Context: an optimization exercise on an open-source flow, tuned for small area. The choices shown serve that exercise and are no tape-out recipe. Only simulation tests tie the RTL to the original design; equivalence was not proved. The clock port is modelled as an ideal driver; clocking choices that lean on that would not hold on a real chip. No activity file was given, so power comes from the tool's default toggle rates.

### flow/config.mk
export PLATFORM = sky130hd
export DESIGN_NAME = cpu_top
export DESIGN_NICKNAME = cpu_top
export VERILOG_FILES = /design/flow/design.v
export SDC_FILE = /design/flow/constraint.sdc
export NUM_CORES = 4
export LEC_CHECK = 0
export CAP_MARGIN = 20
export CORE_MARGIN = 2
export CORE_UTILIZATION = 65
export SLEW_MARGIN = 20
### flow/constraint.sdc
create_clock -name core_clock -period 8.0 [get_ports {clk}]
set_input_delay 1.6000 -clock core_clock [delete_from_list [all_inputs] [get_ports {clk}]]
set_output_delay 1.6000 -clock core_clock [all_outputs]
set_load 0.01 [all_outputs]
### flow/design.v
package cpu_pkg;
    typedef logic [32-1:0] word_t;
    typedef struct packed {
        word_t                  addr;
        word_t                  wdata;
        logic [32/8-1:0] wstrb;
        logic                   write;
        logic                   read;
    } mem_req_t;
    typedef struct packed {
        logic       valid;
        logic       wen;
        logic [4:0] waddr;
        word_t      wdata;
        word_t      pc;
    } retire_t;
endpackage
module cpu_regfile (
    input  logic       clk,
    input  logic [4:0] raddr1,
    input  logic [4:0] raddr2,
    output logic       rbit1,
    output logic       rbit2,
    input  logic       wen,
    input  logic [4:0] waddr,
    input  logic       wbit
);
    logic [31:0] regs [1:31];
    logic [31:0] lsb;
    assign lsb[0] = 1'b0;
    genvar r;
    generate
        for (r = 1; r < 32; r++) begin : g_reg
            always_ff @(posedge clk) begin
                regs[r] <= {(wen && waddr == r) ? wbit : regs[r][0], regs[r][31:1]};
            end
            assign lsb[r] = regs[r][0];
        end
    endgenerate
    assign rbit1 = lsb[raddr1];
    assign rbit2 = lsb[raddr2];
endmodule
module cpu_core (
    input  logic              clk,
    input  logic              rst,
    output cpu_pkg::word_t    pc,
    output logic              inst_req_valid,
    input  logic              inst_req_ready,
    input  cpu_pkg::word_t    instruction,
    input  logic              inst_valid,
    output logic              inst_ready,
    output cpu_pkg::mem_req_t mem_req,
    input  logic              mem_req_ready,
    input  cpu_pkg::word_t    read_data,
    input  logic              read_data_valid,
    output logic              read_data_ready,
    output cpu_pkg::retire_t  retire
);
    localparam logic [3:0] W_FETCH  = 4'd0;    
    localparam logic [3:0] W_LDREQ  = 4'd1;    
    localparam logic [3:0] W_LD     = 4'd2;    
    localparam logic [3:0] W_ST     = 4'd3;    
    localparam logic [3:0] W_STDONE = 4'd4;    
    localparam logic [3:0] M_BOOT   = 4'd6;
    localparam logic [3:0] M_EX1    = 4'd7;
    localparam logic [3:0] M_SLT2   = 4'd8;
    localparam logic [3:0] M_SH2    = 4'd9;
    localparam logic [3:0] M_SH3    = 4'd10;
    localparam logic [3:0] M_LD2    = 4'd11;
    localparam logic [3:0] M_ST2    = 4'd12;
    localparam logic [3:0] M_RD2    = 4'd13;
    logic [4:0]  ph;
    logic        ph0;
    logic        ph2;
    logic        ph31;
    logic [3:0]  st;
    logic [3:0]  mode_start;
    logic [3:0]  mode;
    logic        req_q;
    logic        ipc_inc4;
    assign ph0  = (ph == 5'd0);
    assign ph2  = (ph == 5'd2);
    assign ph31 = (ph == 5'd31);
    logic [31:0] ir;
    logic [6:0]  opc;
    logic [2:0]  f3;
    logic        is_op, is_opi, is_alu, is_lui, is_jal, is_br, is_lw, is_sw;
    logic        is_shift, is_slt, reg_write, is_sub, use_imm;
    assign ir        = instruction;
    assign opc       = ir[6:0];
    assign f3        = ir[14:12];
    assign is_op     = (opc == 7'b0110011);
    assign is_opi    = (opc == 7'b0010011);
    assign is_alu    = is_op | is_opi;
    assign is_lui    = (opc == 7'b0110111);
    assign is_jal    = (opc == 7'b1101111);
    assign is_br     = (opc == 7'b1100011);
    assign is_lw     = (opc == 7'b0000011) && (f3 == 3'b010);
    assign is_sw     = (opc == 7'b0100011) && (f3 == 3'b010);
    assign is_shift  = is_alu && (f3[1:0] == 2'b01);
    assign is_slt    = is_alu && (f3[2:1] == 2'b01);
    assign reg_write = is_alu | is_lui | is_jal | is_lw;
    assign is_sub    = (is_op && f3 == 3'b000 && ir[30]) | is_br | is_slt;
    assign use_imm   = is_opi | is_lw | is_sw | is_lui;
    logic [31:0] imm;
    always_comb begin
        if (opc == 7'b0100011)
            imm = {{20{ir[31]}}, ir[31:25], ir[11:7]};
        else if (is_br)
            imm = {{19{ir[31]}}, ir[31], ir[7], ir[30:25], ir[11:8], 1'b0};
        else if (is_jal)
            imm = {{11{ir[31]}}, ir[31], ir[19:12], ir[20], ir[30:21], 1'b0};
        else if (is_lui)
            imm = {ir[31:12], 12'b0};
        else
            imm = {{20{ir[31]}}, ir[31:20]};
    end
    logic imm_bit;
    assign imm_bit = imm[ph];
    always_comb begin
        case (st)
            W_FETCH:  mode_start = inst_valid ? M_EX1 : W_FETCH;
            W_LD:     mode_start = read_data_valid ? M_LD2 : W_LD;
            W_ST:     mode_start = mem_req_ready ? M_ST2 : W_ST;
            W_STDONE: mode_start = M_ST2;
            default:  mode_start = st;
        endcase
    end
    assign mode = ph0 ? mode_start : st;
    logic m_boot, m_ex1, m_slt2, m_sh2, m_sh3, m_ld2, m_st2, m_rd2;
    assign m_boot = (mode == M_BOOT);
    assign m_ex1  = (mode == M_EX1);
    assign m_slt2 = (mode == M_SLT2);
    assign m_sh2  = (mode == M_SH2);
    assign m_sh3  = (mode == M_SH3);
    assign m_ld2  = (mode == M_LD2);
    assign m_st2  = (mode == M_ST2);
    assign m_rd2  = (mode == M_RD2);
    logic rs1_bit, rs2_bit, rf_wen, wbit;
    cpu_regfile u_regfile (
        .clk    (clk),
        .raddr1 (ir[19:15]),
        .raddr2 (ir[24:20]),
        .rbit1  (rs1_bit),
        .rbit2  (rs2_bit),
        .wen    (rf_wen),
        .waddr  (ir[11:7]),
        .wbit   (wbit)
    );
    logic [31:0] ipc;
    logic        ipc_c, ipc_a, ipc_add, ipc_ci, ipc_sum;
    assign ipc_a   = m_boot ? 1'b0 : ipc[0];
    assign ipc_add = m_ex1 ? (ipc_inc4 & ph2) : (m_rd2 & imm_bit);
    assign ipc_ci  = ph0 ? 1'b0 : ipc_c;
    assign ipc_sum = ipc_a ^ ipc_add ^ ipc_ci;
    always_ff @(posedge clk) begin
        ipc   <= {ipc_sum, ipc[31:1]};
        ipc_c <= (ipc_a & ipc_add) | (ipc_a & ipc_ci) | (ipc_add & ipc_ci);
    end
    logic a, b_raw, b, cin, sum, cout, alu_c, alu_out;
    logic eq_q, eq, lt, ltu, taken, redirect, lt_q;
    logic [4:0] s_reg;
    assign a     = is_jal ? ipc_sum : (is_lui ? 1'b0 : rs1_bit);
    assign b_raw = is_jal ? ph2 : (use_imm ? imm_bit : rs2_bit);
    assign b     = b_raw ^ is_sub;
    assign cin   = ph0 ? is_sub : alu_c;
    assign sum   = a ^ b ^ cin;
    assign cout  = (a & b) | (a & cin) | (b & cin);
    always_comb begin
        alu_out = sum;
        if (is_alu) begin
            case (f3)
                3'b100:  alu_out = a ^ b_raw;
                3'b110:  alu_out = a | b_raw;
                3'b111:  alu_out = a & b_raw;
                default: alu_out = sum;
            endcase
        end
    end
    assign ltu = ~cout;
    assign lt  = (a ^ b_raw) ? a : ltu;
    assign eq  = eq_q & ~(a ^ b_raw);
    always_comb begin
        case (f3)
            3'b000:  taken = eq;
            3'b001:  taken = ~eq;
            3'b100:  taken = lt;
            3'b101:  taken = ~lt;
            3'b110:  taken = ltu;
            3'b111:  taken = ~ltu;
            default: taken = 1'b0;
        endcase
    end
    assign redirect = is_jal | (is_br & taken);
    always_ff @(posedge clk) begin
        alu_c <= cout;
        eq_q  <= (ph0 | eq_q) & ~(a ^ b_raw);
        if (m_ex1 && ph31) begin
            lt_q   <= f3[0] ? ltu : lt;
        end
        if (m_ex1 && ph < 5'd5) begin
            s_reg <= {b_raw, s_reg[4:1]};
        end
    end
    logic [31:0] t;
    logic        sll, lt_s, sh_out, t_en, t_in;
    assign sll    = ~f3[2];
    assign lt_s   = (ph < s_reg);
    assign sh_out = (sll & lt_s) ? 1'b0 : t[0];
    always_comb begin
        if (m_slt2)
            wbit = ph0 & lt_q;
        else if (m_sh3)
            wbit = sh_out;
        else if (m_ld2)
            wbit = read_data[ph];
        else
            wbit = alu_out;
    end
    assign rf_wen = (m_ex1 & ((is_alu & ~is_shift & ~is_slt) | is_lui | is_jal)) |
                    m_slt2 | m_sh3 | m_ld2;
    assign t_en = m_ex1 | m_slt2 | m_sh3 | m_ld2 | (m_sh2 & (sll ^ lt_s));
    always_comb begin
        if (m_ex1)
            t_in = is_sw ? rs2_bit : (is_shift ? rs1_bit : alu_out);
        else if (m_sh2)
            t_in = sll ? t[0] : (ir[30] & t[31]);
        else
            t_in = wbit;
    end
    always_ff @(posedge clk) begin
        if (t_en) t <= {t_in, t[31:1]};
    end
    logic [31:2] preg;
    logic        p_c, p_add, p_ci, p_sum, pbit, pwe, p31;
    assign p_add = ph2 & ~m_rd2 & ~m_boot;
    assign p_ci  = ph0 ? 1'b0 : p_c;
    assign p_sum = ipc_sum ^ p_add ^ p_ci;
    assign pbit  = (m_ex1 & (is_lw | is_sw)) ? sum : p_sum;
    assign pwe   = m_ex1 | m_ld2 | m_st2 | m_rd2 | m_boot;
    assign p31   = (ph31 & pwe) ? pbit : preg[31];
    always_ff @(posedge clk) begin
        p_c <= (ipc_sum & p_add) | (ipc_sum & p_ci) | (p_add & p_ci);
    end
    genvar gi;
    generate
        for (gi = 2; gi < 32; gi++) begin : g_preg
            always_ff @(posedge clk) begin
                if (pwe && ph == gi) preg[gi] <= pbit;
            end
        end
    endgenerate
    logic done_now, req_now, ret_now, rdreq_now;
    assign done_now  = ph31 & ((m_ex1 & ~(is_slt | is_shift | is_lw | is_sw | redirect)) |
                               m_slt2 | m_sh3 | m_ld2 | m_st2 | m_rd2);
    assign ret_now   = ph31 & ((m_ex1 & ~(is_slt | is_shift | is_lw | is_sw)) |
                               m_slt2 | m_sh3 | m_ld2 | m_st2);
    assign req_now   = done_now | (ph31 & m_boot);
    assign rdreq_now = ph31 & m_ex1 & is_lw;
    assign inst_req_valid  = req_now | req_q;
    assign inst_ready      = done_now;
    assign read_data_ready = ph31 & m_ld2;
    assign pc              = {p31, preg[30:2], 2'b00};
    assign mem_req.addr  = {p31, preg[30:2], 2'b00};
    assign mem_req.wdata = t;
    assign mem_req.wstrb = '1;
    assign mem_req.read  = rdreq_now | (st == W_LDREQ);
    assign mem_req.write = (st == W_ST);
    assign retire.valid = ret_now;
    assign retire.wen   = reg_write;
    assign retire.waddr = ir[11:7];
    assign retire.wdata = {wbit, t[31:1]};
    assign retire.pc    = {ipc_sum, ipc[31:1]};
    always_ff @(posedge clk) begin
        if (rst) begin
            ph       <= 5'd0;
            st       <= M_BOOT;
            req_q    <= 1'b0;
            ipc_inc4 <= 1'b0;
        end else begin
            ph    <= ph + 5'd1;
            req_q <= inst_req_valid & ~inst_req_ready;
            if (done_now) ipc_inc4 <= ~m_rd2;
            if (ph31) begin
                case (mode)
                    M_EX1: begin
                        if (is_slt)        st <= M_SLT2;
                        else if (is_shift) st <= M_SH2;
                        else if (is_lw)    st <= mem_req_ready ? W_LD : W_LDREQ;
                        else if (is_sw)    st <= W_ST;
                        else if (redirect) st <= M_RD2;
                        else               st <= W_FETCH;
                    end
                    M_SH2:   st <= M_SH3;
                    M_BOOT, M_SLT2, M_SH3, M_LD2, M_ST2, M_RD2: st <= W_FETCH;
                    W_LDREQ: if (mem_req_ready) st <= W_LD;
                    W_ST:    if (mem_req_ready) st <= W_STDONE;
                    default: ;
                endcase
            end else if (ph0) begin
                st <= mode;
                if (mode == W_LDREQ && mem_req_ready) st <= W_LD;
            end else begin
                if (st == W_LDREQ && mem_req_ready) st <= W_LD;
                if (st == W_ST && mem_req_ready)    st <= W_STDONE;
            end
        end
    end
endmodule
module cpu_top (
    input  logic        clk,
    input  logic        rst,
    output logic [31:0] pc,
    output logic        inst_req_valid,
    input  logic        inst_req_ready,
    input  logic [31:0] instruction,
    input  logic        inst_valid,
    output logic        inst_ready,
    output logic [31:0] mem_addr,
    output logic [31:0] mem_wdata,
    output logic [3:0]  mem_wstrb,
    output logic        mem_write,
    output logic        mem_read,
    input  logic        mem_req_ready,
    input  logic [31:0] read_data,
    input  logic        read_data_valid,
    output logic        read_data_ready,
    output logic        retire_valid,
    output logic        retire_wen,
    output logic [4:0]  retire_waddr,
    output logic [31:0] retire_wdata,
    output logic [31:0] retire_pc
);
    cpu_pkg::mem_req_t mem_req;
    cpu_pkg::retire_t  retire;
    cpu_core u_core (
        .clk             (clk),
        .rst             (rst),
        .pc              (pc),
        .inst_req_valid  (inst_req_valid),
        .inst_req_ready  (inst_req_ready),
        .instruction     (instruction),
        .inst_valid      (inst_valid),
        .inst_ready      (inst_ready),
        .mem_req         (mem_req),
        .mem_req_ready   (mem_req_ready),
        .read_data       (read_data),
        .read_data_valid (read_data_valid),
        .read_data_ready (read_data_ready),
        .retire          (retire)
    );
    assign mem_addr     = mem_req.addr;
    assign mem_wdata    = mem_req.wdata;
    assign mem_wstrb    = mem_req.wstrb;
    assign mem_write    = mem_req.write;
    assign mem_read     = mem_req.read;
    assign retire_valid = retire.valid;
    assign retire_wen   = retire.wen;
    assign retire_waddr = retire.waddr;
    assign retire_wdata = retire.wdata;
    assign retire_pc    = retire.pc;
endmodule
### flow/flow/run.sh
#!/bin/bash
# The standard layout (standard.sh) with these changes:
#  - port buffers use sky130_fd_sc_hd__buf_1
#  - the clock tree uses small clusters of clkbuf_4 and no dummy loads
#  - after CTS, flow/fix_clk.tcl upsizes the clock buffers whose flip-flop
#    clock pins would see too large a slew, and legalizes the placement
# Each step writes its own log in this folder (and ORFS's logs under orfs/logs).
set -euo pipefail
export BUFFER_PORTS_ARGS="-buffer_cell sky130_fd_sc_hd__buf_1"
export CTS_ARGS="-sink_clustering_enable -repair_clock_nets -dont_use_dummy_load -buf_list sky130_fd_sc_hd__clkbuf_4 -sink_clustering_size 12 -sink_clustering_max_diameter 40"
bash standard.sh cts > standard_cts.log 2>&1
R=orfs/results/sky130hd/cpu_top/base
FIX_IN=$R/4_cts.odb FIX_SDC=$R/4_cts.sdc FIX_OUT=$R/4_cts.odb FIX_TARGET=0.112 \
  openroad -no_init -exit flow/fix_clk.tcl > fix_clk.log 2>&1
bash standard.sh > standard_finish.log 2>&1
### flow/flow/fix_clk.tcl
# Upsize clock buffers that drive flip-flop clock pins with too large a slew,
# then legalize the placement. Usage: openroad -exit fix_clk.tcl with env
# FIX_IN (odb), FIX_SDC, FIX_OUT (odb), FIX_TARGET (ns)
read_liberty $::env(FLOW_HOME)/platforms/sky130hd/lib/sky130_fd_sc_hd__tt_025C_1v80.lib
read_db $::env(FIX_IN)
read_sdc $::env(FIX_SDC)
source $::env(FLOW_HOME)/platforms/sky130hd/setRC.tcl
estimate_parasitics -placement
set target $::env(FIX_TARGET)
array set next {
  sky130_fd_sc_hd__clkbuf_1 sky130_fd_sc_hd__clkbuf_2
  sky130_fd_sc_hd__clkbuf_2 sky130_fd_sc_hd__clkbuf_4
  sky130_fd_sc_hd__clkbuf_4 sky130_fd_sc_hd__clkbuf_8
  sky130_fd_sc_hd__clkbuf_8 sky130_fd_sc_hd__clkbuf_16
}
proc max_clk_slew {} {
  set mx 0
  set worst {}
  foreach inst [get_cells *] {
    set ref [get_property $inst ref_name]
    if {[string match "*__*df*" $ref]} {
      set pin [get_pins -of_objects $inst -filter "name==CLK"]
      foreach rf {rise fall} {
        set s [get_property $pin slew_max_$rf]
        if {$s > $mx} {set mx $s}
      }
    }
  }
  return $mx
}
for {set it 0} {$it < 8} {incr it} {
  set bad [dict create]
  foreach inst [get_cells *] {
    set ref [get_property $inst ref_name]
    if {![string match "*__*df*" $ref]} continue
    set pin [get_pins -of_objects $inst -filter "name==CLK"]
    set s [expr max([get_property $pin slew_max_rise],[get_property $pin slew_max_fall])]
    if {$s > $target} {
      set net [get_nets -of_objects $pin]
      foreach p [get_pins -of_objects $net] {
        if {[get_property $p direction] == "output"} {
          dict set bad [get_full_name [get_cells -of_objects $p]] 1
        }
      }
    }
  }
  puts "iteration $it: max slew [max_clk_slew], buffers to upsize: [dict size $bad]"
  if {[dict size $bad] == 0} break
  foreach name [dict keys $bad] {
    set inst [get_cells $name]
    set ref [get_property $inst ref_name]
    if {[info exists next($ref)]} {
      puts "  $name: $ref -> $next($ref)"
      replace_cell $inst $next($ref)
    }
  }
  estimate_parasitics -placement
}
puts "final max slew [max_clk_slew]"
detailed_placement
check_placement
estimate_parasitics -placement
puts "after legalization max slew [max_clk_slew]"
write_db $::env(FIX_OUT)
### flow/standard.sh
#!/bin/bash
# synth_recipe.tcl (not shown) runs the flow's synth.tcl, then flattens the netlist and writes it again
# the make line also repeats each setting of config.mk as NAME=value (left out here)
make -C /OpenROAD-flow-scripts/flow DESIGN_CONFIG=/design/flow/config.mk WORK_HOME=/design/flow/orfs CLKGATE_MAP_FILE= SYNTH_SCRIPT=/design/flow/synth_recipe.tcl "${@:-finish}"
==> run notes, run 1 <==
outcome finished with violations; SO Viols antenna rules; crit start category input port; final slew viol count 0; Req. time, crit path between 6 and 7 ns; layout cells sized above 1 11.5%; vias in the first global route 12.7k; cell count after placement approximately 2.4k; pwr dens approximately 290 mW/mm²; CTS tree built; most common cell after layout, fill and taps aside dfxtp_1; Yosys reg bits roughly 1.1k; commonest cells after routing, fill and taps aside dfxtp_1, buf_1, nand2_1; die height between 200 and 250 µm; final hold violation count 0; Bufs on Longest Clock Path 3; met3 GRT Util 5.33%; WP data arrival around 6.2 ns; period utilization 97.2%; DRC Markers 0; worst vdd ir approximately 220 µV; Area growth syn-to-layout 7.43%; main combinational cell family by area after synthesis buffers and inverters; Ys Warns 3; Lkg Pwr about 12 nW; Synth Area in Compound Gates 2.98%; crit path time final between 7 and 8 ns; synthesized netlist cell count 1,775; pin count of the biggest net entering global routing 33; Least-Margin Pin Slew between 1 and 1.5 ns; Largest Register u_core.u_regfile.regs; Clock Sinks approximately 1.1k; Final Setup Violations 0; Final ANT Viol Nets 1; vias post-DR 12.8k; Synth Flop Type dfxtp_1; die width about 210 µm; met2 GRT Util between 30 and 40%; Synth top area share around three quarters; multi-input logic area around 0.0036 mm²; kind of critical path in2out; Synth Area in Simple Gates roughly 4.5%; # IOs approximately 250; cell accounting for the most synthesized area dfxtp_1; Synth async-reset ratio 0%; drt total wl 46,800 µm; worst rel slew slack between 20 and 25%; Regs by FF count u_core.u_regfile.regs x992, u_core.ipc x32, u_core.t x32; I/O Buffers 237; initial antenna violation count 5; row cnt 75; count of cell types in the netlist slightly below 80; Synth area leaders dfxtp_1, edfxtp_1, buf_4; highest clock rate 0.129 GHz; crit-path max FO 6; DR vias/cell roughly 5.0; final non-filler cell total 2,562; EDFF count, synth a little under 70; Seq/Total Area, Yosys 82.8%; Tot GR Track Use approximately 21%; skew final between 0.15 and 0.2 ns; fill count between 2k and 3k; mux contribution to synthesized area 4.17%; Util after Layout between 70% and 80%; mean post-synth cell area around 16 µm²; Initial Utilization around two thirds; DP HPWL 32,400 µm; nets 2,098; Pre-Repair DR Iteration Count 5; worst-skew pair later-pin latency between 0.9 and 1 ns; CTS root buffer clkbuf_4; DR WL/cell about 18 µm; die footprint 0.0441 mm²; Post-Synth XOR/XNOR Area less than 1%; area taken by flip-flops and latches between 0.02 and 0.025 mm²; class of the worst hold path reg2reg; max reg flops roughly 1,000; CORE AREA approximately 0.042 mm²; adder-cell area share of the yosys netlist 0.807%; number of max-cap violations 0; GRT Max-Usage Layer met2; GP Congestion about 0.9; Inserted Clock Buffers roughly 110; mapped cell area between 0.02 and 0.03 mm²; H-Tree Depth 3; grt met1 use between 20% and 30%; clock slew at reported path FFs roughly 0.070 ns; Iteration-0 DRC Markers a little over 800; Setup crit end kind primary output; first-pass GRT wire length 70,700 µm; GRT overflow 0
## layer usage
layer	wire length, µm	vias up
li1	-	6161
met1	20500	6079
met2	21600	401
met3	2650	124
met4	2020	4
met5	21	-
## cells in the mapped netlist, drive strengths merged, types with 8 or more instances
cell type	n
and3	12
edfxtp	68
nand3	14
clkbuf	26
buf	145
mux2	37
a21oi	28
ha	13
o21ai	23
dfxtp	1039
and2	8
nor2b	9
nor3	17
inv	26
nor2	69
nand2b	8
nand2	76
mux4	24
mux2i	19
a31oi	12
## worst max-delay path, cell delays in order
cell	delay, ns
buf_1	0.14
nor4bb_2	0.37
and2_2	0.32
nand2_1	0.08
a41oi_1	0.22
and4_1	0.24
o311ai_2	0.11
nand2_1	0.12
a32oi_2	0.07
fa_2	0.61
nor2_2	0.08
a21oi_4	0.17
inv_1	0.10
fa_1	0.46
xor2_1	0.20
nor2_1	0.07
a21oi_1	0.11
o211ai_1	0.11
a211oi_1	0.25
buf_4	0.17
o21ai_1	0.07
o31ai_2	0.13
and2_1	0.20
buf_1	0.16
## path summary, 6_finish.rpt
| kind | startpoint | end | slack [ns] | cells after the start |
|---|---|---|---|---|
| hold / removal | u_core.u_regfile.regs[19][9] | u_core.u_regfile.regs[19][8] | 0.22 | 0 |
| setup reg to reg | u_core.ph[1] | u_core.st[2] | 2.46 | 24 |
| hold reg to reg | u_core.u_regfile.regs[19][9] | u_core.u_regfile.regs[19][8] | 0.22 | 0 |
| setup / recovery | instruction[0] | inst_ready | 0.22 | 24 |
## power breakdown
part | total [mW] | leakage [nW] | internal, mW | switching [mW]
Clock | 2.32 | 0.601 | 0.827 | 1.50
Combinational | 0.474 | 2.06 | 0.160 | 0.314
Sequential | 5.73 | 9.00 | 5.66 | 0.0716
## through the flow
stage / hold slack [ns] / instance area, µm² / worst slack [ns] / TNS, ns / power (mW)
floorplan: 0.310 / 27600 / 0.541 / 0 / 6.14
global placement: 0.310 / 28400 / 0.0516 / 0 / 6.31
detailed placement: 0.312 / 28400 / 0.0152 / 0 / 6.31
CTS: 0.215 / 29200 / 0.000989 / 0 / 8.37
global route: 0.206 / 29600 / -0.0615 / -0.112 / 8.86
finish: 0.222 / 29700 / 0.221 / 0 / 8.53
## cell families (layout without fill, tap and decap cells)
| family | Yosys count | in the layout |
|---|---|---|
| mux | 80 | 80 |
| fa+ha+maj | 16 | 16 |
| simple gates | 248 | 248 |
| compound gates | 120 | 121 |
| buf+inv | 197 | 425 |
| other cells | 2 | 21 |
| xor+xnor | 5 | 5 |
| flops | 1107 | 1107 |
## repair_timing
item	CTS	global route
buffers inserted	2	4
pin swaps	0	1
endpoints found under the setup margin	2	3
cloned	0	1
gates resized for setup	2	21
hold buffers	0	0
## final cells by class
class	instances	share of cell area, %
timing repair buffer	291	4.37
multi-input combinational	478	12.3
antenna	13	0.110
inverter	26	0.329
clock buffer	108	3.58
tap	539	2.27
sequential	1107	77.0
==> run 2: changes to the inputs <==
--- a/flow/flow/run.sh
+++ b/flow/flow/run.sh
@@ -7,7 +7,7 @@
 # Each step writes its own log in this folder (and ORFS's logs under orfs/logs).
 set -euo pipefail
 export BUFFER_PORTS_ARGS="-buffer_cell sky130_fd_sc_hd__buf_1"
-export CTS_ARGS="-sink_clustering_enable -repair_clock_nets -dont_use_dummy_load -buf_list sky130_fd_sc_hd__clkbuf_4 -sink_clustering_size 12 -sink_clustering_max_diameter 40"
+export CTS_ARGS="-sink_clustering_enable -repair_clock_nets -dont_use_dummy_load -buf_list sky130_fd_sc_hd__clkbuf_4 -sink_clustering_size 16 -sink_clustering_max_diameter 50"
 bash standard.sh cts > standard_cts.log 2>&1
 R=orfs/results/sky130hd/cpu_top/base
 FIX_IN=$R/4_cts.odb FIX_SDC=$R/4_cts.sdc FIX_OUT=$R/4_cts.odb FIX_TARGET=0.112 \
==> run notes, run 2 <==
Util after Layout 70.5% (was 70.7%); worst-skew pair later-pin latency 0.83 ns (was 0.91 ns); final hold violation count 0 (unchanged); layout cells sized above 1 10.4% (was 11.5%); synthesized netlist cell count 1,775 (unchanged); Final Setup Violations 0 (unchanged); Synth async-reset ratio 0% (unchanged); H-Tree Depth 3 (unchanged); CTS tree built (unchanged); Setup crit end kind primary output (unchanged); nets 2,072 (was 2,098); die footprint 0.0441 mm² (unchanged); largest stage delay on the critical path 0.61 ns (about the same); commonest cells after routing, fill and taps aside dfxtp_1, buf_1, nand2_1 (unchanged); clock slew at reported path FFs 0.07 ns (about the same); internal power 6.64 mW (was 6.65 mW); die width 210 µm (unchanged); CTS root buffer clkbuf_4 (unchanged); kind of critical path in2out (unchanged); synth cell count leaders dfxtp_1, buf_4, nand2_1 (unchanged); period utilization 96.9% (was 97.2%); row cnt 75 (unchanged); Synth Flop Type dfxtp_1 (unchanged); Synth area leaders dfxtp_1, edfxtp_1, buf_4 (unchanged); Seq/Total Area, Yosys 82.8% (unchanged); crit path time final 7.75 ns (was 7.78 ns); Synth top area share 75.4% (unchanged); initial antenna violation count 8 (was 5); most common cell after layout, fill and taps aside dfxtp_1 (unchanged); EDFF count, synth 68 (unchanged); Bufs on Longest Clock Path 3 (unchanged); pwr dens 288 mW/mm² (about the same); GRT overflow 0 (unchanged); Comb pwr share 5.5% (was 5.6%); Pre-Repair DR Iteration Count 6 (was 5); die height 210 µm (unchanged); slowest cell on the critical path fa_2 (unchanged); Ys Warns 3 (unchanged); outcome timing/DRC/antenna clean (was finished with violations); worst rel slew slack 27.4% (was 25.0%); cell chain of the critical path buf_1 -> nor4bb_2 -> and2_2 -> nand2_1 -> a41oi_1 -> and4_1 -> o311ai_2 -> nand2_1 -> a32oi_2 -> fa_2 -> nor2_2 -> a21oi_4 -> inv_1 -> fa_1 -> xor2_1 -> nor2_1 -> a21oi_1 -> o211ai_1 -> a211oi_1 -> buf_4 -> o21ai_1 -> o31ai_2 -> and2_1 -> buf_1 (unchanged); skew final 0.121 ns (was 0.169 ns); share of power burned in the clock network 27.2% (was 27.3%); CORE AREA 0.0419 mm² (unchanged); net switching power 1.87 mW (was 1.88 mW); setup TNS 0 ns (unchanged); vias post-DR 12.7k (was 12.8k); Final Cell Area 0.0296 mm² (was 0.0297 mm²); final non-filler cell total 2,529 (was 2,562); DR vias/cell 5.01 (was 4.98); DR WL/cell 18.4 µm (was 18.2 µm); worst r2r src u_core.ph[1] (unchanged); mapped cell area 0.0276 mm² (unchanged); crit-path max FO 6 (unchanged); Initial Utilization 65.8% (unchanged); max reg flops 992 (unchanged); Critical R2R Capture u_core.st[2] (unchanged); worst hold path cell count 0 (unchanged); final slew viol count 0 (unchanged); Largest Register u_core.u_regfile.regs (unchanged); Req. time, crit path 6.40 ns (about the same); Iteration-0 DRC Markers 851 (was 830); Area after DPL 0.0284 mm² (unchanged); Yosys reg bits 1,107 (unchanged); worst reg2reg setup slack 2.45 ns (was 2.46 ns); Clock Sinks 1,107 (unchanged); min-delay src u_core.u_regfile.regs[19][9] (unchanged); WP data arrival 6.15 ns (was 6.18 ns); crit start category input port (unchanged); pin count of the biggest net entering global routing 33 (unchanged); DRC Markers 0 (unchanged); sequential power share 67.3% (was 67.2%); drt total wl 46,600 µm (was 46,800 µm); Final ANT Viol Nets 0 (was 1); DP HPWL 32,400 µm (unchanged); count of cell types in the netlist 78 (unchanged); cell accounting for the most synthesized area dfxtp_1 (unchanged); Area growth syn-to-layout 7.21% (was 7.43%); mean post-synth cell area 15.6 µm² (unchanged); Lkg Pwr 11.6 nW (was 11.7 nW); Regs by FF count u_core.u_regfile.regs x992, u_core.ipc x32, u_core.t x32 (unchanged); # IOs 246 (unchanged); depth of the most critical reg-to-reg path 25 (was 24); Least-Margin Pin Slew 1.09 ns (was 1.12 ns); Inserted Clock Buffers 82 (was 108); class of the worst hold path reg2reg (unchanged); I/O Buffers 237 (unchanged); Net Sw Frac 21.9% (was 22.1%); GP Congestion 0.880 (unchanged); first-pass GRT wire length 70,000 µm (was 70,700 µm); cell count after placement 2,434 (unchanged); Tot GR Track Use 21.2% (was 21.4%); Hold Path End u_core.u_regfile.regs[19][8] (unchanged); most numerous cell in the Yosys netlist dfxtp_1 (unchanged); highest clock rate 0.129 GHz (about the same); number of max-cap violations 0 (unchanged); worst vdd ir 230 µV (was 222 µV); vias in the first global route 12.4k (was 12.7k)
==> run 2: cell counts after synthesis <==
Identical to the previous run, type by type.
==> run 2: area by class of cell <==
class	count	area, µm²
Timing Repair Buffer	292	1300
Inverter	26	97.6
Clock buffer	82	1030
Multi-Input combinational cell	477	3620
Antenna cell	6	15.0
Sequential cell	1107	22800
Fill cell	2699	12400
Tap cell	539	674
==> run 2: worst max-delay path, delay by kind of cell <==
kind	cells	cell delay, ns
simple gates	8	1.48
compound gates	9	1.26
fa+ha+maj	2	1.08
xor+xnor	1	0.20
buf+inv	4	0.54
==> run 2: stage by stage <==
step / power, mW / setup WS (ns) / hold WS (ns)
after global placement: 6.31 / 0.0516 / 0.310
after detailed placement: 6.31 / 0.0152 / 0.312
after CTS: 8.18 / 0.000928 / 0.237
after floorplan: 6.14 / 0.541 / 0.310
final: 8.51 / 0.250 / 0.265
after global routing: 8.81 / -0.0109 / 0.255
==> run 2: kinds of logic after synthesis <==
family	after synthesis	share of synthesized area (%)
AOI/OAI and AO/OA	120	2.98
xor gates and xnor gates	5	0.159
adders and majority gates	16	0.807
buffers and inverters	197	4.56
DFF	1107	82.8
muxes	80	4.17
other	2	0.0272
and+or+nand+nor	248	4.54
==> run 2: how the worst max path moves through the flow <==
stage,from,to,slack (ns),cells after the start
CTS,instruction[3],inst_ready,0.0009,24
global placement,instruction[3],inst_ready,0.05,24
floorplan,instruction[6],mem_addr[31],0.54,16
global route,u_core.ph[1],inst_ready,-0.01,25
detailed placement,instruction[6],inst_ready,0.02,24
finish,instruction[2],inst_ready,0.25,24
==> run 2: per-layer routing <==
metal | vias up | GRT usage, % | wire length (µm)
met1 | 5996 | 27.3 | 20400
met4 | 8 | 11.2 | 2240
met2 | 444 | 34.0 | 21200
li1 | 6085 | - | -
met5 | - | 0 | 52
met3 | 129 | 4.84 | 2700
==> run 2: power groups by stage <==
stage	Sequential [mW]	Combinational, mW	Clock [mW]
floorplan	5.84	0.300	0
global placement	5.86	0.451	0
detailed placement	5.86	0.452	0
CTS	5.74	0.458	1.99
global route	5.73	0.507	2.57
finish	5.73	0.469	2.32
==> run 2: what timing repair did <==
item                                    4_1_cts  5_1_grt
endpoints found under the setup margin        2        3
pin swaps                                     0        1
hold buffers                                  0        0
setup buffers                                 2        5
resized for setup                             2       19
==> run 3: changes to the inputs <==
==> flow/flow/run.sh (replaced) <==
#!/bin/bash
# The standard layout (standard.sh) with these changes:
#  - synthesis is synth_recipe.tcl unchanged, except that ABC maps the
#    combinational logic with an area-oriented script (flow/abc_area.script);
#    registers are mapped before ABC runs and are not touched by it
#  - port buffers use sky130_fd_sc_hd__buf_1
#  - the clock tree uses clusters of up to 20 sinks on clkbuf_8 and no dummy loads
#  - after CTS, flow/fix_clk.tcl upsizes the clock buffers whose flip-flop
#    clock pins would see too large a slew, and legalizes the placement
# Each step writes its own log in this folder (and ORFS's logs under orfs/logs).
set -euo pipefail
W=$PWD
cat > area_synth.tcl <<EOT
proc abc {args} {
  set i [lsearch \$args -script]
  if {\$i >= 0} { lset args [expr {\$i + 1}] $W/flow/abc_area.script }
  yosys abc {*}\$args
}
source $W/synth_recipe.tcl
EOT
sed "s|SYNTH_SCRIPT=[^ ]*|SYNTH_SCRIPT=$W/area_synth.tcl|" standard.sh > area_standard.sh
export BUFFER_PORTS_ARGS="-buffer_cell sky130_fd_sc_hd__buf_1"
export CTS_ARGS="-sink_clustering_enable -repair_clock_nets -dont_use_dummy_load -buf_list sky130_fd_sc_hd__clkbuf_8 -sink_clustering_size 20 -sink_clustering_max_diameter 60"
bash area_standard.sh cts > standard_cts.log 2>&1
R=orfs/results/sky130hd/cpu_top/base
FIX_IN=$R/4_cts.odb FIX_SDC=$R/4_cts.sdc FIX_OUT=$R/4_cts.odb FIX_TARGET=0.112 \
  openroad -no_init -exit flow/fix_clk.tcl > fix_clk.log 2>&1
bash area_standard.sh > standard_finish.log 2>&1
==> flow/flow/abc_area.script (new file) <==
strash
dch -f
amap
strash
dch -f
amap
topo
==> run notes, run 3 <==
max reg flops 992 (unchanged); Yosys reg bits 1,107 (unchanged); Synth Area in Compound Gates 4.95% (was 2.98%); nets 2,164 (was 2,072); Ys Warns 3 (unchanged); Initial Utilization 65.9% (was 65.8%); mux contribution to synthesized area 0% (was 4.17%); Final ANT Viol Nets 0 (unchanged); row cnt 74 (was 75); main combinational cell family by area after synthesis compound AO/OA/AOI/OAI gates (was buffers and inverters); kind of critical path in2out (unchanged); Seq/Total Area, Yosys 84.7% (was 82.8%); largest stage delay on the critical path 0.58 ns (was 0.61 ns); CTS root buffer clkbuf_8 (was clkbuf_4); adder-cell area share of the yosys netlist 0.826% (was 0.807%); EDFF count, synth 68 (unchanged); skew final 0.0804 ns (was 0.121 ns); GRT overflow 0 (unchanged); Clock Sinks 1,107 (unchanged); Final Setup Violations 0 (unchanged); layout cells sized above 1 9.83% (was 10.4%); Place WS -0.576 ns (was 0.0152 ns); Req. time, crit path 6.40 ns (about the same); final worst-path setup slack 0.103 ns (was 0.250 ns); clock slew at reported path FFs 0.11 ns (was 0.07 ns); Regs by FF count u_core.u_regfile.regs x992, u_core.ipc x32, u_core.t x32 (unchanged); pin count of the biggest net entering global routing 33 (unchanged); worst vdd ir 226 µV (was 230 µV); synthesized netlist cell count 1,817 (was 1,775); DR WL/cell 17.9 µm (was 18.4 µm); die height 208 µm (was 210 µm); final hold violation count 0 (unchanged); die width 208 µm (was 210 µm); I/O Buffers 237 (unchanged); crit-path max FO 4 (was 6); first-pass GRT wire length 71,200 µm (was 70,000 µm); Largest Register u_core.u_regfile.regs (unchanged); slowest cell on the critical path fa_1 (was fa_2); GP Congestion 0.842 (was 0.880); highest clock rate 0.127 GHz (was 0.129 GHz); Total Power 8.50 mW (was 8.51 mW); crit start category input port (unchanged); min-delay src u_core.u_regfile.regs[17][1] (was u_core.u_regfile.regs[19][9]); die footprint 0.0431 mm² (was 0.0441 mm²); RSZ-0062 raised after global routing true; outcome timing/DRC/antenna clean (unchanged); DR vias/cell 4.96 (was 5.01); mean post-synth cell area 14.8 µm² (was 15.6 µm²); Bufs on Longest Clock Path 3 (unchanged); commonest cells after routing, fill and taps aside dfxtp_1, buf_1, nor2_1 (was dfxtp_1, buf_1, nand2_1); mapped cell area 0.0270 mm² (was 0.0276 mm²); vias in the first global route 12.9k (was 12.4k); Pre-Repair DR Iteration Count 5 (was 6); worst rel slew slack 43.3% (was 27.4%); Post-Synth XOR/XNOR Area 0% (was 0.159%); Setup crit end kind primary output (unchanged); vias post-DR 13.0k (was 12.7k); Area growth syn-to-layout 8.97% (was 7.21%); worst-skew pair later-pin latency 0.65 ns (was 0.83 ns); worst r2r src u_core.st[3] (was u_core.ph[1]); crit path time final 7.90 ns (was 7.75 ns); Lkg Pwr 11.3 nW (was 11.6 nW); CTS Hold Bufs 0 (unchanged); DRC Markers 0 (unchanged); Critical Path Source instruction[3] (was instruction[2]); cell accounting for the most synthesized area dfxtp_1 (unchanged); count of cell types in the netlist 43 (was 78); Synth Area in Simple Gates 4.68% (was 4.54%); CTS tree built (unchanged); number of max-cap violations 0 (unchanged); Inserted Clock Buffers 68 (was 82); period utilization 98.7% (was 96.9%); Tot GR Track Use 21.6% (was 21.2%); CORE AREA 0.0409 mm² (was 0.0419 mm²); Synth Flop Type dfxtp_1 (unchanged); Synth top area share 77.2% (was 75.4%); Util after Layout 71.8% (was 70.5%); drt total wl 46,800 µm (was 46,600 µm); final slew viol count 0 (unchanged); H-Tree Depth 3 (unchanged); synth cell count leaders dfxtp_1, nor2_1, buf_4 (was dfxtp_1, buf_4, nand2_1); most common cell after layout, fill and taps aside dfxtp_1 (unchanged); Synth area leaders dfxtp_1, edfxtp_1, buf_4 (unchanged); pwr dens 289 mW/mm² (was 288 mW/mm²); class of the worst hold path reg2reg (unchanged); initial antenna violation count 5 (was 8); WP data arrival 6.30 ns (was 6.15 ns); # IOs 246 (unchanged); Least-Margin Pin Slew 0.841 ns (was 1.09 ns); Synth async-reset ratio 0% (unchanged); most numerous cell in the Yosys netlist dfxtp_1 (unchanged); DP HPWL 32,900 µm (was 32,400 µm); Iteration-0 DRC Markers 817 (was 851)
[run 3: cell count changes in the layout (fill, tap and decap cells not counted), moves of 16 or more]
| cell | previous run | this run |
|---|---|---|
| mux4_2 | 24 | 0 |
| or3_1 | 6 | 22 |
| nand2_1 | 75 | 38 |
| inv_1 | 26 | 0 |
| a21oi_1 | 26 | 43 |
| mux2_1 | 27 | 0 |
| o22ai_1 | 2 | 31 |
| buf_4 | 55 | 81 |
| o221ai_1 | 1 | 21 |
| nor2_1 | 64 | 137 |
| clkinv_1 | 0 | 61 |
| mux2i_1 | 18 | 0 |
| nor3_1 | 16 | 32 |
[run 3: per-stage QoR]
| step | hold slack [ns] | setup TNS (ns) | instance area (µm²) | cells |
|---|---|---|---|---|
| floorplan | 0.310 | 0 | 27000 | 1823 |
| global placement | 0.310 | -0.898 | 28100 | 2534 |
| detailed placement | 0.312 | -1.12 | 28100 | 2534 |
| CTS | 0.293 | 0 | 29200 | 2605 |
| global route | 0.297 | -0.262 | 29400 | 2610 |
| finish | 0.301 | 0 | 29400 | 2612 |
[run 3: path summary, 6_finish.rpt]
path                                   endpoint  slack (ns)  cells after the start
setup / recovery                 inst_req_valid        0.10                     29
hold / removal     u_core.u_regfile.regs[17][0]        0.30                      0
setup reg to reg  u_core.u_regfile.regs[14][31]        2.55                     25
hold reg to reg    u_core.u_regfile.regs[17][0]        0.30                      0
[run 3: cell families after synthesis]
kind of cell             after synthesis
flip-flops                          1107
AND/OR/NAND/NOR                      287
buffers and inverters                207
AO/OA/AOI/OAI                        198
adder cells (fa/ha/maj)               16
other                                  2
[run 3: report_power, final]
group,switching [mW],internal [mW]
combinational,0.344,0.174
sequential,0.0469,5.67
clock,1.46,0.803
[run 3: metal layers]
layer	wire length, µm	part of all wire (%)	up-vias	track usage (%)
met2	22000	47	411	35.4
met4	1680	3.6	0	9.12
met5	0	0	-	0
met1	20900	45	6086	28.4
li1	-	-	6365	-
met3	2280	4.9	98	4.13
[run 3: what timing repair did]
item / 4_1_cts / 5_1_grt
gates resized for setup: 25 / 47
endpoints found under the setup margin: 2 / 2
pin swaps: 19 / 28
setup buffers: 3 / 5
[run 3: cell type report]
class                      instances  area (µm²)
sequential                      1107       22800
fill                            2556       11500
multi-input combinational        509        3050
timing repair buffer             322        1570
clock buffer                      68         970
tap                              532         666
inverter                          70         269
antenna                            4        10.0
[run 3: worst max-delay path: cells and delay by family]
kind	cells	cell delay [ns]
adder cells (fa/ha/maj)	2	0.99
AO/OA/AOI/OAI	13	2.12
AND/OR/NAND/NOR	6	0.70
buffers and inverters	8	0.87
==> run 4: changes to the inputs <==
--- a/flow/flow/run.sh
+++ b/flow/flow/run.sh
@@ -5,7 +5,6 @@
 #    registers are mapped before ABC runs and are not touched by it
 #  - port buffers use sky130_fd_sc_hd__buf_1
 #  - the clock tree uses clusters of up to 20 sinks on clkbuf_8 and no dummy loads
-#  - after CTS, flow/fix_clk.tcl upsizes the clock buffers whose flip-flop
 #    clock pins would see too large a slew, and legalizes the placement
 # Each step writes its own log in this folder (and ORFS's logs under orfs/logs).
 set -euo pipefail
@@ -23,6 +22,4 @@
 export CTS_ARGS="-sink_clustering_enable -repair_clock_nets -dont_use_dummy_load -buf_list sky130_fd_sc_hd__clkbuf_8 -sink_clustering_size 20 -sink_clustering_max_diameter 60"
 bash area_standard.sh cts > standard_cts.log 2>&1
 R=orfs/results/sky130hd/cpu_top/base
-FIX_IN=$R/4_cts.odb FIX_SDC=$R/4_cts.sdc FIX_OUT=$R/4_cts.odb FIX_TARGET=0.112 \
-  openroad -no_init -exit flow/fix_clk.tcl > fix_clk.log 2>&1
 bash area_standard.sh > standard_finish.log 2>&1
==> flow/flow/abc_area.script (replaced) <==
strash
dch -f
map -a
topo
stime -c
buffer -c
upsize -c
dnsize -c
removed: flow/flow/fix_clk.tcl
==> run notes, run 4 <==
Synth async-reset ratio 0% (unchanged); worst vdd ir 224 µV (was 226 µV); Req. time, crit path 6.40 ns (about the same); Yosys reg bits 1,107 (unchanged); pin count of the biggest net entering global routing 33 (unchanged); Lkg Pwr 11.5 nW (was 11.3 nW); Iteration-0 DRC Markers 878 (was 817); nets 2,221 (was 2,164); I/O Buffers 237 (unchanged); depth of the most critical reg-to-reg path 27 (was 25); die width 209 µm (was 208 µm); Pre-Repair DR Iteration Count 5 (unchanged); cell count after placement 2,602 (was 2,534); skew final 0.103 ns (was 0.0804 ns); GRT overflow 0 (unchanged); class of the worst hold path reg2reg (unchanged); Ys Warns 3 (unchanged); # IOs 246 (unchanged); Synth area leaders dfxtp_1, edfxtp_1, buf_4 (unchanged); first-pass GRT wire length 74,500 µm (was 71,200 µm); most numerous cell in the Yosys netlist dfxtp_1 (unchanged); Least-Margin Pin Slew 0.908 ns (was 0.841 ns); crit-path max FO 6 (was 4); synth cell count leaders dfxtp_1, buf_4, nor2_1 (was dfxtp_1, nor2_1, buf_4); Initial Utilization 65.6% (was 65.9%); cell accounting for the most synthesized area dfxtp_1 (unchanged); initial antenna violation count 4 (was 5); Seq/Total Area, Yosys 83.4% (was 84.7%); Setup crit end kind primary output (unchanged); kind of critical path in2out (unchanged); Synth Flop Type dfxtp_1 (unchanged); EDFF count, synth 68 (unchanged); Final ANT Viol Nets 0 (unchanged); number of max-cap violations 0 (unchanged); DR vias/cell 4.94 (was 4.96); Tot GR Track Use 22.7% (was 21.6%); crit path time final 7.65 ns (was 7.90 ns); commonest cells after routing, fill and taps aside dfxtp_1, buf_1, nor2_1 (unchanged); final non-filler cell total 2,673 (was 2,612); die height 209 µm (was 208 µm); slowest cell on the critical path fa_1 (unchanged); worst hold path cell count 0 (unchanged); CTS Hold Bufs 0 (unchanged); H-Tree Depth 3 (unchanged); mapped cell area 0.0274 mm² (was 0.0270 mm²); clock slew at reported path FFs 0.11 ns (about the same); Final Setup Violations 0 (unchanged); vias in the first global route 13.0k (was 12.9k); DRC Markers 0 (unchanged); max reg flops 992 (unchanged); row cnt 75 (was 74); Clock Sinks 1,107 (unchanged); outcome timing/DRC/antenna clean (unchanged); Bufs on Longest Clock Path 3 (unchanged); CORE AREA 0.0418 mm² (was 0.0409 mm²); GP Congestion 0.913 (was 0.842); synthesized netlist cell count 1,946 (was 1,817); worst-skew pair later-pin latency 0.66 ns (was 0.65 ns); hold slack 0.279 ns (was 0.301 ns); period utilization 95.6% (was 98.7%); largest stage delay on the critical path 0.59 ns (was 0.58 ns); drt total wl 49,600 µm (was 46,800 µm); final slew viol count 0 (unchanged); DR WL/cell 18.6 µm (was 17.9 µm); mean post-synth cell area 14.1 µm² (was 14.8 µm²); CTS root buffer clkbuf_8 (unchanged); count of cell types in the netlist 55 (was 43); CTS tree built (unchanged); WP data arrival 6.05 ns (was 6.30 ns); DP HPWL 34,700 µm (was 32,900 µm); final hold violation count 0 (unchanged); crit start category input port (unchanged); pwr dens 291 mW/mm² (was 289 mW/mm²); Synth top area share 75.9% (was 77.2%); highest clock rate 0.131 GHz (was 0.127 GHz); vias post-DR 13.2k (was 13.0k); Regs by FF count u_core.u_regfile.regs x992, u_core.ipc x32, u_core.t x32 (unchanged); Largest Register u_core.u_regfile.regs (unchanged); layout cells sized above 1 7.08% (was 9.83%); die footprint 0.0438 mm² (was 0.0431 mm²); most common cell after layout, fill and taps aside dfxtp_1 (unchanged); worst rel slew slack 38.7% (was 43.3%); Inserted Clock Buffers 69 (was 68); Area growth syn-to-layout 6.44% (was 8.97%)
run 4: changes by cell type in the layout (fill, tap and decap cells not counted), sizes merged, moves of 19 or more:
cell,previous run,this run
o21ai,32,91
inv,8,99
o22ai,34,4
or3,22,0
clkinv,62,5
nand2,44,86
buf,317,276
nor3,34,53
a21oi,44,70
run 4: layer usage:
layer	up-vias	wire [µm]	GRT usage (%)
met2	435	23400	37.6
li1	6471	-	-
met3	85	2970	4.13
met1	6221	21800	30.2
met5	-	10	0
met4	2	1450	8.65
run 4: kinds of logic after synthesis:
group                      after synthesis  synth area share, %
muxes                                    2               0.0776
buffers and inverters                  269                 5.61
xor gates and xnor gates                 1               0.0320
and+or+nand+nor                        324                 5.23
other                                    2               0.0274
DFF                                   1107                 83.4
AOI/OAI and AO/OA                      225                 4.83
adders and majority gates               16                0.813
run 4: area by class of cell:
class / count / area (µm²)
timing repair buffer: 277 / 1200
fill: 2662 / 12600
antenna: 1 / 2.50
multi-input combinational: 576 / 3100
sequential: 1107 / 22800
clock buffer: 69 / 950
tap: 539 / 674
inverter: 104 / 390
run 4: path summary, 6_finish.rpt:
kind	slack [ns]	endpoint	from
setup / recovery	0.35	inst_ready	instruction[1]
hold / removal	0.28	u_core.u_regfile.regs[1][24]	u_core.u_regfile.regs[1][25]
setup reg to reg	2.57	u_core.u_regfile.regs[30][31]	u_core.ph[2]
hold reg to reg	0.28	u_core.u_regfile.regs[1][24]	u_core.u_regfile.regs[1][25]
run 4: critical path: cells and delay by family:
kind	cells	cell delay, ns
simple gates	10	1.33
fa+ha+maj	2	0.98
compound gates	10	1.50
buf+inv	5	0.64
run 4: repair_timing:
action,CTS,global route
resized for setup,2,16
pin swaps,0,9
buffers inserted,0,1
setup endpoints to repair,4,4
run 4: through the flow:
step	power [mW]	setup slack, ns	TNS [ns]	area [µm²]	util (%)
4_1_cts	8.55	0.0263	0	29100	69.7
3_5_place_dp	6.35	-0.195	-0.438	28100	67.4
6_report	8.49	0.353	0	29200	69.8
2_1_floorplan	6.20	0.352	0	27400	-
5_1_grt	8.78	-0.0429	-0.0758	29200	69.8
3_3_place_gp	6.35	-0.197	-0.349	28100	67.4
run 4: where the power goes:
| part | switching, mW | internal (mW) |
|---|---|---|
| combinational | 0.367 | 0.144 |
| sequential | 0.0529 | 5.67 |
| clock | 1.48 | 0.782 |
==> run 5: changes to the inputs <==
==> flow/flow/abc_area.script (replaced) <==
strash
dch -f
amap
topo
stime -c
buffer -c
upsize -c
dnsize -c
==> run notes, run 5 <==
Tot GR Track Use 21.8% (was 22.7%); crit start category input port (unchanged); mapped cell area 0.0273 mm² (was 0.0274 mm²); GRT overflow 0 (unchanged); period utilization 98.0% (was 95.6%); vias in the first global route 12.7k (was 13.0k); min-delay src u_core.u_regfile.regs[28][22] (was u_core.u_regfile.regs[1][25]); cell count after placement 2,512 (was 2,602); adder-cell area share of the yosys netlist 0.817% (was 0.813%); Seq/Total Area, Yosys 83.8% (was 83.4%); skew final 0.0779 ns (was 0.103 ns); setup TNS 0 ns (unchanged); Hold Path End u_core.u_regfile.regs[28][21] (was u_core.u_regfile.regs[1][24]); kind of critical path in2out (unchanged); synthesized netlist cell count 1,836 (was 1,946); most common cell after layout, fill and taps aside dfxtp_1 (unchanged); pwr dens 291 mW/mm² (about the same); Bufs on Longest Clock Path 3 (unchanged); Clock Sinks 1,107 (unchanged); Final ANT Viol Nets 0 (unchanged); CTS tree built (unchanged); vias post-DR 12.9k (was 13.2k); Pre-Repair DR Iteration Count 5 (unchanged); first-pass GRT wire length 71,700 µm (was 74,500 µm); Least-Margin Pin Slew 0.843 ns (was 0.908 ns); EDFF count, synth 68 (unchanged); Setup crit end kind primary output (unchanged); worst vdd ir 251 µV (was 224 µV); final hold violation count 0 (unchanged); Yosys reg bits 1,107 (unchanged); Post-Synth XOR/XNOR Area 0% (was 0.0320%); Synth Flop Type dfxtp_1 (unchanged); crit path time final 7.84 ns (was 7.65 ns); worst r2r src u_core.ph[0] (was u_core.ph[2]); max reg flops 992 (unchanged); main combinational cell family by area after synthesis compound AO/OA/AOI/OAI gates (was buffers and inverters); DR WL/cell 18.4 µm (was 18.6 µm); slowest cell on the critical path fa_1 (unchanged); outcome timing/DRC/antenna clean (unchanged); WP data arrival 6.24 ns (was 6.05 ns); Inserted Clock Buffers 69 (unchanged); crit-path max FO 4 (was 6); Iteration-0 DRC Markers 807 (was 878); DP HPWL 33,300 µm (was 34,700 µm); die footprint 0.0436 mm² (was 0.0438 mm²); CTS root buffer clkbuf_8 (unchanged); Largest Register u_core.u_regfile.regs (unchanged); worst-skew pair later-pin latency 0.65 ns (was 0.66 ns); final non-filler cell total 2,590 (was 2,673); CP top delay family compound AO/OA/AOI/OAI gates (unchanged); Critical R2R Capture u_core.t[31] (was u_core.u_regfile.regs[30][31]); Initial Utilization 65.4% (was 65.6%); class of the worst hold path reg2reg (unchanged); clock slew at reported path FFs 0.11 ns (about the same); # IOs 246 (unchanged); mean post-synth cell area 14.8 µm² (was 14.1 µm²); depth of the most critical reg-to-reg path 29 (was 27); Final Setup Violations 0 (unchanged); mux contribution to synthesized area 0% (was 0.0776%); Synth Area in Simple Gates 4.53% (was 5.23%); final slew viol count 0 (unchanged); drt total wl 47,600 µm (was 49,600 µm); Synth top area share 76.3% (was 75.9%); Ys Warns 3 (unchanged); CORE AREA 0.0417 mm² (was 0.0418 mm²); layout cells sized above 1 10.2% (was 7.08%); worst hold path cell count 0 (unchanged); hold slack 0.289 ns (was 0.279 ns); highest clock rate 0.128 GHz (was 0.131 GHz); Synth async-reset ratio 0% (unchanged); pin count of the biggest net entering global routing 33 (unchanged); Synth area leaders dfxtp_1, edfxtp_1, buf_4 (unchanged); CP Buf/Inv Count 8 (was 5); die height 209 µm (about the same); Req. time, crit path 6.40 ns (about the same); Regs by FF count u_core.u_regfile.regs x992, u_core.ipc x32, u_core.t x32 (unchanged); RSZ-0062 raised after global routing true; Area growth syn-to-layout 7.54% (was 6.44%); worst rel slew slack 43.3% (was 38.7%); Total Power 8.52 mW (was 8.49 mW); commonest cells after routing, fill and taps aside dfxtp_1, buf_1, nor2_1 (unchanged); initial antenna violation count 5 (was 4); most numerous cell in the Yosys netlist dfxtp_1 (unchanged); row cnt 75 (unchanged); number of max-cap violations 0 (unchanged); nets 2,136 (was 2,221); GP Congestion 0.862 (was 0.913); largest stage delay on the critical path 0.58 ns (was 0.59 ns); worst reg2reg setup slack 2.42 ns (was 2.57 ns); H-Tree Depth 3 (unchanged); Synth Area in Compound Gates 5.53% (was 4.83%); DR vias/cell 4.99 (was 4.94); Lkg Pwr 11.3 nW (was 11.5 nW); count of cell types in the netlist 63 (was 55); die width 209 µm (about the same); DRC Markers 0 (unchanged); cell repeated most along the worst path nor2_2; cell accounting for the most synthesized area dfxtp_1 (unchanged); synth cell count leaders dfxtp_1, buf_4, nor2_1 (unchanged); I/O Buffers 237 (unchanged); Util after Layout 70.4% (was 69.8%)
-- run 5: how the worst max path moves through the flow --
stage                        start        endpoint  slack, ns  cells after the start
CTS                 instruction[0]  inst_req_valid      -0.02                     30
global placement    instruction[0]  inst_req_valid      -0.52                     30
floorplan           instruction[1]  inst_req_valid       0.04                     28
detailed placement  instruction[0]  inst_req_valid      -0.59                     30
finish              instruction[0]  inst_req_valid       0.16                     30
global route        instruction[0]  inst_req_valid      -0.18                     30
-- run 5: final cells by class --
type / count / area (µm²)
Tap cell: 539 / 674
Clock buffer: 69 / 950
Timing Repair Buffer: 306 / 1410
Antenna cell: 3 / 7.51
Sequential cell: 1107 / 22800
Inverter: 74 / 288
Fill cell: 2688 / 12400
Multi-Input combinational cell: 492 / 3140
-- run 5: cell families (layout without fill, tap and decap cells) --
| kind of cell | count (synthesis) | after routing |
|---|---|---|
| AOI/OAI and AO/OA | 210 | 210 |
| adders and majority gates | 16 | 16 |
| buffers and inverters | 243 | 449 |
| DFF | 1107 | 1107 |
| other | 2 | 11 |
| and+or+nand+nor | 258 | 258 |
-- run 5: what timing repair did --
| item | CTS | global route |
|---|---|---|
| gates resized for setup | 30 | 16 |
| gates cloned | 0 | 0 |
| setup endpoints to repair | 2 | 2 |
| pin swaps | 18 | 20 |
| hold buffers | 0 | 0 |
| hold endpoints to repair | 0 | 0 |
| setup buffers | 4 | 2 |
-- run 5: worst reg2reg max path, delay by kind of cell, from the launching register on --
family / cells / cell delay [ns]
flops: 1 / 0.31
compound gates: 9 / 1.61
buf+inv: 11 / 1.20
fa+ha+maj: 3 / 1.03
simple gates: 6 / 1.16
-- run 5: stage by stage --
step                      area (µm²)  setup slack (ns)
after floorplan                27300            0.0446
after global placement         28200            -0.520
after detailed placement       28200            -0.594
after CTS                      29200           -0.0249
after global routing           29300            -0.175
final                          29300             0.157
-- run 5: layer usage --
metal,vias to the layer above,routed length [µm],global-route usage (%)
met3,92,2570,4.76
met2,437,21600,34.2
met5,-,13,0
met1,6074,21900,29.6
met4,2,1580,9.01
li1,6322,-,-
-- run 5: power by group --
part           total [mW]  leakage (nW)  switching, mW  internal [mW]
Sequential           5.73          8.99         0.0560           5.67
Combinational       0.540          1.79          0.371          0.169
Clock                2.25         0.496           1.47          0.782
==> run 6: changes to the inputs <==
==> flow/flow/run.sh (replaced) <==
#!/bin/bash
# The standard layout (standard.sh) with these changes:
#  - synthesis is synth_recipe.tcl unchanged, except that ABC maps the
#    combinational logic with flow/abc_area.script (area-oriented "map -a",
#    then ABC's usual buffering and sizing); registers are mapped before ABC
#    runs and are not touched by it
#  - port buffers use sky130_fd_sc_hd__buf_1
#  - the clock tree uses clusters of up to 20 sinks on clkbuf_8 and no dummy loads
# Each step writes its own log in this folder (ORFS's own logs are under orfs/logs).
set -euo pipefail
W=$PWD
cat > area_synth.tcl <<EOT
proc abc {args} {
  set i [lsearch \$args -script]
  if {\$i >= 0} { lset args [expr {\$i + 1}] $W/flow/abc_area.script }
  yosys abc {*}\$args
}
source $W/synth_recipe.tcl
EOT
sed "s|SYNTH_SCRIPT=[^ ]*|SYNTH_SCRIPT=$W/area_synth.tcl|" standard.sh > area_standard.sh
export BUFFER_PORTS_ARGS="-buffer_cell sky130_fd_sc_hd__buf_1"
export CTS_ARGS="-sink_clustering_enable -repair_clock_nets -dont_use_dummy_load -buf_list sky130_fd_sc_hd__clkbuf_8 -sink_clustering_size 20 -sink_clustering_max_diameter 60"
bash area_standard.sh > standard.log 2>&1
==> flow/flow/abc_area.script (replaced) <==
strash
dch -f
map -a
topo
stime -c
buffer -c
upsize -c
dnsize -c
==> run notes, run 6 <==
GP Congestion 0.913 (was 0.862); I/O Buffers 237 (unchanged); worst rel slew slack 38.7% (was 43.3%); die height 209 µm (about the same); worst-skew pair later-pin latency 0.66 ns (was 0.65 ns); initial antenna violation count 4 (was 5); internal power 6.59 mW (was 6.62 mW); Initial Utilization 65.6% (was 65.4%); H-Tree Depth 3 (unchanged); DRC Markers 0 (unchanged); period utilization 95.6% (was 98.0%); most common cell after layout, fill and taps aside dfxtp_1 (unchanged); count of cell types in the netlist 55 (was 63); Util after Layout 69.8% (was 70.4%); fill count 2,662 (was 2,688); Synth async-reset ratio 0% (unchanged); Bufs on Longest Clock Path 3 (unchanged); area taken by flip-flops and latches 0.0228 mm² (unchanged); crit path time final 7.65 ns (was 7.84 ns); row cnt 75 (unchanged); synth cell count leaders dfxtp_1, buf_4, nor2_1 (unchanged); CTS root buffer clkbuf_8 (unchanged); number of max-cap violations 0 (unchanged); Pre-Repair DR Iteration Count 5 (unchanged); highest clock rate 0.131 GHz (was 0.128 GHz); synthesized netlist cell count 1,946 (was 1,836); cell accounting for the most synthesized area dfxtp_1 (unchanged); Regs by FF count u_core.u_regfile.regs x992, u_core.ipc x32, u_core.t x32 (unchanged); net switching power 1.90 mW (about the same); CTS tree built (unchanged); pin count of the biggest net entering global routing 33 (unchanged); crit-path max FO 6 (was 4); die footprint 0.0438 mm² (was 0.0436 mm²); sequential power share 67.3% (about the same); Net Sw Frac 22.4% (was 22.2%); kind of critical path in2out (unchanged); final non-filler cell total 2,673 (was 2,590); WP data arrival 6.05 ns (was 6.24 ns); Area growth syn-to-layout 6.44% (was 7.54%); Ys Warns 3 (unchanged); die width 209 µm (about the same); skew final 0.103 ns (was 0.0779 ns); clock slew at reported path FFs 0.11 ns (about the same); Setup crit end kind primary output (unchanged); worst vdd ir 224 µV (was 251 µV); share of power burned in the clock network 26.6% (was 26.4%); Inserted Clock Buffers 69 (unchanged); class of the worst hold path reg2reg (unchanged); max reg flops 992 (unchanged); DR WL/cell 18.6 µm (was 18.4 µm); multi-input logic area 0.00310 mm² (was 0.00314 mm²); vias post-DR 13.2k (was 12.9k); first-pass GRT wire length 74,500 µm (was 71,700 µm); slowest cell on the critical path fa_1 (unchanged); drt total wl 49,600 µm (was 47,600 µm); Req. time, crit path 6.40 ns (about the same); Iteration-0 DRC Markers 878 (was 807); most numerous cell in the Yosys netlist dfxtp_1 (unchanged); commonest cells after routing, fill and taps aside dfxtp_1, buf_1, nor2_1 (unchanged); Synth Flop Type dfxtp_1 (unchanged); Least-Margin Pin Slew 0.908 ns (was 0.843 ns); # IOs 246 (unchanged); largest stage delay on the critical path 0.59 ns (was 0.58 ns); Largest Register u_core.u_regfile.regs (unchanged); nets 2,221 (was 2,136); GRT overflow 0 (unchanged); vias in the first global route 13.0k (was 12.7k); DP HPWL 34,700 µm (was 33,300 µm); pwr dens 291 mW/mm² (about the same); Yosys reg bits 1,107 (unchanged); DR vias/cell 4.94 (was 4.99); crit start category input port (unchanged); outcome timing/DRC/antenna clean (unchanged); final hold violation count 0 (unchanged); Synth area leaders dfxtp_1, edfxtp_1, buf_4 (unchanged); mapped cell area 0.0274 mm² (was 0.0273 mm²); Seq/Total Area, Yosys 83.4% (was 83.8%); CORE AREA 0.0418 mm² (was 0.0417 mm²); Tot GR Track Use 22.7% (was 21.8%); cell count after placement 2,602 (was 2,512); Final ANT Viol Nets 0 (unchanged); layout cells sized above 1 7.08% (was 10.2%); EDFF count, synth 68 (unchanged); Comb pwr share 6.0% (was 6.3%); Lkg Pwr 11.5 nW (was 11.3 nW); hold slack 0.279 ns (was 0.289 ns); Synth top area share 75.9% (was 76.3%); mean post-synth cell area 14.1 µm² (was 14.8 µm²); final slew viol count 0 (unchanged); Final Setup Violations 0 (unchanged); Clock Sinks 1,107 (unchanged)
-- run 6: area by class of cell --
type,instances,share of cell area [%]
inverters,104,1.34
flip-flops and latches,1107,78.3
diodes,1,0.00858
multi-input cells,576,10.6
repair buffers,277,4.13
clock buffers,69,3.26
well taps,539,2.31
-- run 6: path summary, 6_finish.rpt --
kind	from	to	slack, ns	cells after the start
worst max-delay path	instruction[1]	inst_ready	0.35	27
worst min register to register	u_core.u_regfile.regs[1][25]	u_core.u_regfile.regs[1][24]	0.28	0
worst max register to register	u_core.ph[2]	u_core.u_regfile.regs[30][31]	2.57	27
worst min-delay path	u_core.u_regfile.regs[1][25]	u_core.u_regfile.regs[1][24]	0.28	0
-- run 6: critical path, delay by kind of cell --
kind	cells	cell delay [ns]
adder cells (fa/ha/maj)	2	0.98
buffers and inverters	5	0.64
AO/OA/AOI/OAI	10	1.50
AND/OR/NAND/NOR	10	1.33
-- run 6: power by group through the flow --
stage	sequential, mW	clock (mW)	combinational [mW]
finish	5.72	2.26	0.511
global route	5.73	2.49	0.556
CTS	5.72	2.32	0.504
detailed placement	5.85	0	0.502
global placement	5.84	0	0.503
floorplan	5.85	0	0.353
-- run 6: cell families (layout without fill, tap and decap cells) --
| family | count (synthesis) | after routing | share of synthesized area, % |
|---|---|---|---|
| XOR/XNOR | 1 | 1 | 0.0320 |
| other | 2 | 9 | 0.0274 |
| adder cells (fa/ha/maj) | 16 | 16 | 0.813 |
| AO/OA/AOI/OAI | 225 | 225 | 4.83 |
| buffers and inverters | 269 | 450 | 5.61 |
| flip-flops | 1107 | 1107 | 83.4 |
| multiplexers | 2 | 2 | 0.0776 |
| AND/OR/NAND/NOR | 324 | 324 | 5.23 |
-- run 6: what timing repair did --
item,in CTS,in global routing
hold buffers,0,0
endpoints found under the hold margin,0,0
pin swaps,0,9
buffers inserted,0,1
endpoints found under the setup margin,4,4
gates resized for setup,2,16
-- run 6: metal layers --
| layer | GRT usage (%) | wire length, µm |
|---|---|---|
| met5 | 0 | 10 |
| met4 | 8.65 | 1450 |
| met3 | 4.13 | 2970 |
| met2 | 37.6 | 23400 |
| met1 | 30.2 | 21800 |
-- run 6: per-stage QoR --
step / TNS, ns / total power, mW / cell area [µm²] / worst slack, ns
floorplan: 0 / 6.20 / 27400 / 0.352
global placement: -0.349 / 6.35 / 28100 / -0.197
detailed placement: -0.438 / 6.35 / 28100 / -0.195
CTS: 0 / 8.55 / 29100 / 0.0263
global route: -0.0758 / 8.78 / 29200 / -0.0429
finish: 0 / 8.49 / 29200 / 0.353

==> what the ideal ports hide <==
No port has a modelled driver above. Below, the same layouts with a new extraction and two added sets of constraints. Step 1 assumes that a clkbuf_16 drives the clock port and a buf_2 every other input. Step 2 also shifts input and output timing later by t, the mid clock arrival at the registers, as if the neighbouring blocks saw the same clock. a / b / c = no drivers / after step 1 / after step 2; a / b = the first two.
run | t, ns | setup slack, ns | worst setup path after step 2 | worst register clock-pin slew, ns
run 1 | 0.882 | 0.221 / 0.198 / 0.198 | input to output | 0.12 / 0.12
run 2 | 0.833 | 0.250 / 0.230 / 0.230 | input to output | 0.11 / 0.11
run 3 | 0.662 | 0.103 / 0.047 / 0.047 | input to output | 0.11 / 0.11
run 4 | 0.660 | 0.353 / 0.329 / 0.329 | input to output | 0.11 / 0.11
run 5 | 0.671 | 0.157 / 0.124 / 0.124 | input to output | 0.11 / 0.11
run 6 | 0.660 | 0.353 / 0.329 / 0.329 | input to output | 0.11 / 0.11
For run 3, which loses most, drivers alone change the setup slack by -0.056 ns; drivers and shift together by -0.056 ns.
